This design comes from an exercise in tuning for small area on the open sky130 flow, not from production work.
Function was checked by simulation only, so behaviour that the tests miss may differ from the original.
Power figures rest on the tool's default switching activity, not on a simulated workload.

Setup of try-quartz:
==> flow/design.v <==
`timescale 1ns/1ns
module event_readout
(
    input  logic        clk_i,
    input  logic        rdholdoff_reset,
    input  logic        clk_ce_i,
    input  logic [23:0] rdholdoff_i,
    input  logic        sample_wr_en_i,
    input  logic        sample_wr_chan_i,
    input  logic [1:0]  sample_wr_bank_i,
    input  logic [3:0]  sample_wr_addr_i,
    input  logic [15:0] sample_wr_data_i,
    input  logic        hdr_push_i,
    input  logic [15:0] hdr_word_i,
    output logic [15:0] ev_data_o,
    output logic        ev_strobe_o,
    output logic        ev_valid_o,
    output logic        complete_o
);
    logic        valid_q;      
    logic        pause_q;      
    logic        strobe_q;
    logic [6:0]  p_q;          
    logic [24:0] cnt_q;        
    logic [4:0]  wp_q;         
    logic [2:0]  ep_q;         
    logic active, idle, avail, start, cap, last;
    assign active = valid_q & ~pause_q;
    assign idle   = ~valid_q & ~pause_q;
    assign avail  = (wp_q[4:2] != ep_q);
    assign start  = clk_ce_i & idle & avail;
    assign cap    = clk_ce_i & active;
    assign last   = (p_q == 7'd95);
    always_ff @(posedge clk_i) begin
        if (rdholdoff_reset) begin
            valid_q  <= 1'b0;
            pause_q  <= 1'b0;
            strobe_q <= 1'b0;
            wp_q     <= '0;
            ep_q     <= '0;
        end else begin
            strobe_q <= cap;
            if (hdr_push_i) wp_q <= wp_q + 1'b1;
            if (start) valid_q <= 1'b1;
            if (cap && last) begin
                pause_q <= 1'b1;
                ep_q    <= ep_q + 1'b1;
            end
            if (clk_ce_i && pause_q) begin
                valid_q <= 1'b0;
                if (cnt_q[24]) pause_q <= 1'b0;
            end
        end
    end
    always_ff @(posedge clk_i) begin
        if (start) p_q <= 7'd124;
        else if (cap) p_q <= p_q + 1'b1;
    end
    always_ff @(posedge clk_i) begin
        if (cap && last) cnt_q <= {1'b0, rdholdoff_i};
        else cnt_q <= cnt_q - clk_ce_i;
    end
    assign ev_valid_o  = valid_q;
    assign ev_strobe_o = strobe_q;
    assign complete_o  = cap & last;
    logic [15:0] smem [96];
    logic [15:0] hmem [16];
    logic [15:0] snext [96];
    logic [15:0] hnext [16];
    logic [95:0] s_we, s_we_n;
    logic [15:0] h_we, h_we_n;
    er_sample_wdec u_swdec (
        .wr_i   (sample_wr_en_i),
        .chan_i (sample_wr_chan_i),
        .bank_i (sample_wr_bank_i),
        .addr_i (sample_wr_addr_i),
        .we_o   (s_we),
        .we_n_o (s_we_n)
    );
    er_hdr_wdec u_hwdec (
        .push_i (hdr_push_i),
        .wp_i   (wp_q[3:0]),
        .we_o   (h_we),
        .we_n_o (h_we_n)
    );
    for (genvar i = 0; i < 96; i++) begin : g_s
        er_hold u_h (.q_i(smem[i]), .we_i(s_we[i]), .we_n_i(s_we_n[i]),
                     .d_i(sample_wr_data_i), .y_o(snext[i]));
        always_ff @(posedge clk_i) smem[i] <= snext[i];
    end
    for (genvar i = 0; i < 16; i++) begin : g_h
        er_hold u_h (.q_i(hmem[i]), .we_i(h_we[i]), .we_n_i(h_we_n[i]),
                     .d_i(hdr_word_i), .y_o(hnext[i]));
        always_ff @(posedge clk_i) hmem[i] <= hnext[i];
    end
    logic [111:0] rsel;
    logic [15:0]  rd_word;
    logic [15:0]  data_q;
    always_ff @(posedge clk_i) data_q <= rd_word;
    assign ev_data_o = data_q;
    er_rdec u_rdec (
        .p_i   (p_q),
        .ep_i  (ep_q[1:0]),
        .sel_o (rsel)
    );
    for (genvar b = 0; b < 16; b++) begin : g_rd
        logic [111:0] col;
        for (genvar i = 0; i < 96; i++) begin : g_cs
            assign col[i] = smem[i][b];
        end
        for (genvar i = 0; i < 16; i++) begin : g_ch
            assign col[96+i] = hmem[i][b];
        end
        er_rd_bit u_rd (.sel_i(rsel), .d_i(col), .y_o(rd_word[b]));
    end
endmodule
module er_hold
(
    input  logic [15:0] q_i,
    input  logic        we_i,
    input  logic        we_n_i,
    input  logic [15:0] d_i,
    output logic [15:0] y_o
);
    for (genvar b = 0; b < 16; b++) begin : g_b
        er_hold_bit u_b (.q_i(q_i[b]), .we_i(we_i), .we_n_i(we_n_i), .d_i(d_i[b]), .y_o(y_o[b]));
    end
endmodule
module er_hold_bit
(
    input  logic q_i,
    input  logic we_i,
    input  logic we_n_i,
    input  logic d_i,
    output logic y_o
);
    assign y_o = (q_i | we_i) & (d_i | we_n_i);
endmodule
module er_sample_wdec
(
    input  logic        wr_i,
    input  logic        chan_i,
    input  logic [1:0]  bank_i,
    input  logic [3:0]  addr_i,
    output logic [95:0] we_o,
    output logic [95:0] we_n_o
);
    logic [5:0]  hi;
    logic [15:0] lo;
    er_predec_bank u_hi (.wr_i(wr_i), .chan_i(chan_i), .bank_i(bank_i), .hi_o(hi));
    er_predec4 u_lo (.a_i(addr_i), .lo_o(lo));
    for (genvar h = 0; h < 6; h++) begin : g_h
        for (genvar a = 0; a < 16; a++) begin : g_a
            er_and2  u_we   (.a_i(hi[h]), .b_i(lo[a]), .y_o(we_o[h*16+a]));
            er_nand2 u_we_n (.a_i(hi[h]), .b_i(lo[a]), .y_o(we_n_o[h*16+a]));
        end
    end
endmodule
module er_predec_bank
(
    input  logic       wr_i,
    input  logic       chan_i,
    input  logic [1:0] bank_i,
    output logic [5:0] hi_o
);
    for (genvar c = 0; c < 2; c++) begin : g_c
        for (genvar b = 0; b < 3; b++) begin : g_b
            assign hi_o[c*3+b] = wr_i && (chan_i == 1'(c)) && (bank_i == 2'(b));
        end
    end
endmodule
module er_predec4
(
    input  logic [3:0]  a_i,
    output logic [15:0] lo_o
);
    for (genvar a = 0; a < 16; a++) begin : g_a
        assign lo_o[a] = (a_i == 4'(a));
    end
endmodule
module er_hdr_wdec
(
    input  logic        push_i,
    input  logic [3:0]  wp_i,
    output logic [15:0] we_o,
    output logic [15:0] we_n_o
);
    logic [15:0] lo;
    er_predec4 u_lo (.a_i(wp_i), .lo_o(lo));
    for (genvar i = 0; i < 16; i++) begin : g_i
        er_and2  u_we   (.a_i(push_i), .b_i(lo[i]), .y_o(we_o[i]));
        er_nand2 u_we_n (.a_i(push_i), .b_i(lo[i]), .y_o(we_n_o[i]));
    end
endmodule
module er_rdec
(
    input  logic [6:0]   p_i,
    input  logic [1:0]   ep_i,
    output logic [111:0] sel_o
);
    logic [5:0]  hi;
    logic [15:0] lo;
    logic [3:0]  hh;
    logic [3:0]  ej;
    er_predec_rd u_pre (.p_i(p_i), .ep_i(ep_i), .hi_o(hi), .hh_o(hh), .ej_o(ej));
    er_predec4 u_lo (.a_i(p_i[3:0]), .lo_o(lo));
    for (genvar h = 0; h < 6; h++) begin : g_h
        for (genvar a = 0; a < 16; a++) begin : g_a
            er_and2 u_sel (.a_i(hi[h]), .b_i(lo[a]), .y_o(sel_o[h*16+a]));
        end
    end
    for (genvar i = 0; i < 16; i++) begin : g_hd
        er_and2 u_sel (.a_i(ej[i / 4]), .b_i(hh[i % 4]), .y_o(sel_o[96+i]));
    end
endmodule
module er_predec_rd
(
    input  logic [6:0] p_i,
    input  logic [1:0] ep_i,
    output logic [5:0] hi_o,
    output logic [3:0] hh_o,
    output logic [3:0] ej_o
);
    for (genvar h = 0; h < 6; h++) begin : g_h
        assign hi_o[h] = (p_i[6:4] == 3'(h));
    end
    for (genvar k = 0; k < 4; k++) begin : g_k
        assign hh_o[k] = (p_i[6:2] == 5'b11111) && (p_i[1:0] == 2'(k));
        assign ej_o[k] = (ep_i == 2'(k));
    end
endmodule
module er_and2
(
    input  logic a_i,
    input  logic b_i,
    output logic y_o
);
    assign y_o = a_i & b_i;
endmodule
module er_rd_bit
(
    input  logic [111:0] sel_i,
    input  logic [111:0] d_i,
    output logic         y_o
);
    logic [37:0] t_n;
    for (genvar g = 0; g < 37; g++) begin : g_3
        er_aoi222 u_t (.a_i(sel_i[3*g+2:3*g]), .b_i(d_i[3*g+2:3*g]), .y_o(t_n[g]));
    end
    er_nand2 u_t1 (.a_i(sel_i[111]), .b_i(d_i[111]), .y_o(t_n[37]));
    er_nand38 u_or (.a_i(t_n), .y_o(y_o));
endmodule
module er_aoi222
(
    input  logic [2:0] a_i,
    input  logic [2:0] b_i,
    output logic       y_o
);
    assign y_o = ~|(a_i & b_i);
endmodule
module er_nand2
(
    input  logic a_i,
    input  logic b_i,
    output logic y_o
);
    assign y_o = ~(a_i & b_i);
endmodule
module er_nand38
(
    input  logic [37:0] a_i,
    output logic        y_o
);
    assign y_o = ~&a_i;
endmodule
==> flow/config.mk <==
export PLATFORM = sky130hd
export DESIGN_NAME = event_readout
export DESIGN_NICKNAME = event_readout
export VERILOG_FILES = /design/flow/design.v
export SDC_FILE = /design/flow/constraint.sdc
export NUM_CORES = 4
export LEC_CHECK = 0
export CAP_MARGIN = 10
export CORE_MARGIN = 2
export CORE_UTILIZATION = 45
export CTS_CLUSTER_DIAMETER = 80
export CTS_CLUSTER_SIZE = 30
export SLEW_MARGIN = 10
export SYNTH_HIERARCHICAL = 1
export SYNTH_MINIMUM_KEEP_SIZE = 0
==> flow/constraint.sdc <==
create_clock -name core_clock -period 6.0 [get_ports {clk_i}]
set_input_delay 1.2000 -clock core_clock [delete_from_list [all_inputs] [get_ports {clk_i}]]
set_output_delay 1.2000 -clock core_clock [all_outputs]
set_load 0.01 [all_outputs]
run.sh (not shown) runs the stock make flow with config.mk's settings and CLKGATE_MAP_FILE= SYNTH_SCRIPT=/design/flow/synth_recipe.tcl, a recipe that flattens the netlist after the stock synthesis.
### try-quartz -> try-xenon
# try-quartz
export LEC_CHECK = 0
export CAP_MARGIN = 10
export CORE_MARGIN = 2
export CORE_UTILIZATION = 45
export CTS_CLUSTER_DIAMETER = 80
export CTS_CLUSTER_SIZE = 30
export SLEW_MARGIN = 10
export SYNTH_HIERARCHICAL = 1
export SYNTH_MINIMUM_KEEP_SIZE = 0
create_clock -name core_clock -period 6.0 [get_ports {clk_i}]
# try-xenon
export LEC_CHECK = 0
export CAP_MARGIN = 10
export CORE_MARGIN = 2
export CORE_UTILIZATION = 45
export CTS_CLUSTER_DIAMETER = 100
export CTS_CLUSTER_SIZE = 26
export SLEW_MARGIN = 10
export SYNTH_HIERARCHICAL = 1
export SYNTH_MINIMUM_KEEP_SIZE = 0
create_clock -name core_clock -period 6.0 [get_ports {clk_i}]
## What came out
- try-xenon: full flow OK, the timing, DRC and antenna checks passed
- In the flow results for try-quartz and try-xenon, the clock tree cell share of total cell area is smaller on try-xenon.
- try-quartz has a lower transition at the pin with the smallest max-transition slack than try-xenon.
- Of try-quartz and try-xenon, try-quartz shows the higher arrival time at the worst endpoint, with try-xenon below it.
- try-quartz and try-xenon ended up with nearly the same critical path depth in cells.
- Setup slack: try-xenon more than try-quartz
- The run showing the smaller total wire length is try-xenon.
- try-xenon vs try-quartz — peak supply drop dropped by more than 10%
#### Input delta (try-juniper over try-xenon)
# try-xenon
export LEC_CHECK = 0
export CAP_MARGIN = 10
export CORE_MARGIN = 2
export CORE_UTILIZATION = 45
export CTS_CLUSTER_DIAMETER = 100
export CTS_CLUSTER_SIZE = 26
export SLEW_MARGIN = 10
export SYNTH_HIERARCHICAL = 1
export SYNTH_MINIMUM_KEEP_SIZE = 0
create_clock -name core_clock -period 6.0 [get_ports {clk_i}]
# try-juniper
export LEC_CHECK = 0
export CAP_MARGIN = 10
export CORE_MARGIN = 2
export CORE_UTILIZATION = 60
export CTS_CLUSTER_DIAMETER = 100
export CTS_CLUSTER_SIZE = 26
export SLEW_MARGIN = 10
export SYNTH_HIERARCHICAL = 1
export SYNTH_MINIMUM_KEEP_SIZE = 0
create_clock -name core_clock -period 6.0 [get_ports {clk_i}]
## What came out
try-juniper -> stages 100% | layout checks FAIL | capacitance limit. try-juniper — utilization 16 points higher, try-xenon as reference. Summary: pre-CTS setup slack, try-juniper worse than try-xenon. NOTE: data arrival at the endpoint of the critical path in try-juniper falls short of that of try-xenon. Delta (try-juniper minus try-xenon): sequential share of power rose 0.2 points; die width fell 13%; register share of the cell area rose 0.51 points; routed wire length on met3 rose about 30%; overall power of the completed layout fell 0.33%. The area share of buffers outside the clock network was comparable across try-juniper and try-xenon. NOTE total number of vias try-xenon->try-juniper increased by a few percent. In the metrics for try-juniper and try-xenon, the one carrying the higher design area is try-xenon.
The inputs of try-tundra differ from those of try-juniper as listed below.
# try-juniper
export LEC_CHECK = 0
export CAP_MARGIN = 10
export CORE_MARGIN = 2
export CORE_UTILIZATION = 60
export CTS_CLUSTER_DIAMETER = 100
export CTS_CLUSTER_SIZE = 26
export SLEW_MARGIN = 10
export SYNTH_HIERARCHICAL = 1
export SYNTH_MINIMUM_KEEP_SIZE = 0
create_clock -name core_clock -period 6.0 [get_ports {clk_i}]
# try-tundra
export LEC_CHECK = 0
export CAP_MARGIN = 10
export CORE_MARGIN = 2
export CORE_UTILIZATION = 60
export CTS_CLUSTER_DIAMETER = 100
export CTS_CLUSTER_SIZE = 22
export SLEW_MARGIN = 10
export SYNTH_HIERARCHICAL = 1
export SYNTH_MINIMUM_KEEP_SIZE = 0
create_clock -name core_clock -period 6.0 [get_ports {clk_i}]
--- outcome ---
- Taking try-juniper as the reference, in try-tundra die area stayed essentially flat; cell area after layout rose by 390 um^2; final-layout worst hold slack stayed essentially flat; net load switching power rose by 1.5%.
- try-tundra completed; timing, DRC and antenna clean
- STATUS run=try-juniper STAGES=ALL_DONE FINAL_CHECKS=FAILED CAUSE=capacitance limit
- Worst IR drop on VDD sits lower in try-tundra than in try-juniper.
- From try-juniper to try-tundra the numbers moved as follows: pre-CTS worst setup slack neither gained nor lost much, global-route wire length before repair neither gained nor lost much, area growth from synthesis to final layout picked up an extra 0.61 points.
- In the reports for try-juniper and try-tundra, the larger final period utilization belongs to try-juniper.

==> static timing again, ports no longer ideal <==
In the flow no input, the clock included, has a driving cell. The finished layouts below were timed again as built, in two steps. Step 1 sets driving cells, clkbuf_16 on the clock port and buf_2 on the other inputs (assumed; they add their load-dependent delay and slew). Step 2 adds t to the input delays and takes it off the output delays; t is the mean of the earliest and latest rising clock arrival at the registers after step 1. Input paths then give back, and output paths get back, about the clock's delay inside the block. Three values: no drivers, after step 1, after step 2; two values: the first two.
run | shift t [ns] | setup WS [ns] | hold WS [ns] | worst setup path after step 2 | slew at the worst register clock pin (ns)
try-quartz | 0.822 | 1.344 / 1.344 / 1.344 | 0.480 / 0.480 / 0.480 | register to register | 0.12 / 0.12
try-xenon | 0.795 | 1.368 / 1.368 / 1.368 | 0.479 / 0.479 / 0.479 | register to register | 0.11 / 0.11
try-juniper | 0.784 | 1.187 / 1.104 / 1.230 | 0.479 / 0.479 / 0.479 | register to register | 0.11 / 0.11
try-tundra | 0.778 | 1.204 / 1.128 / 1.284 | 0.477 / 0.477 / 0.477 | input to output | 0.09 / 0.09
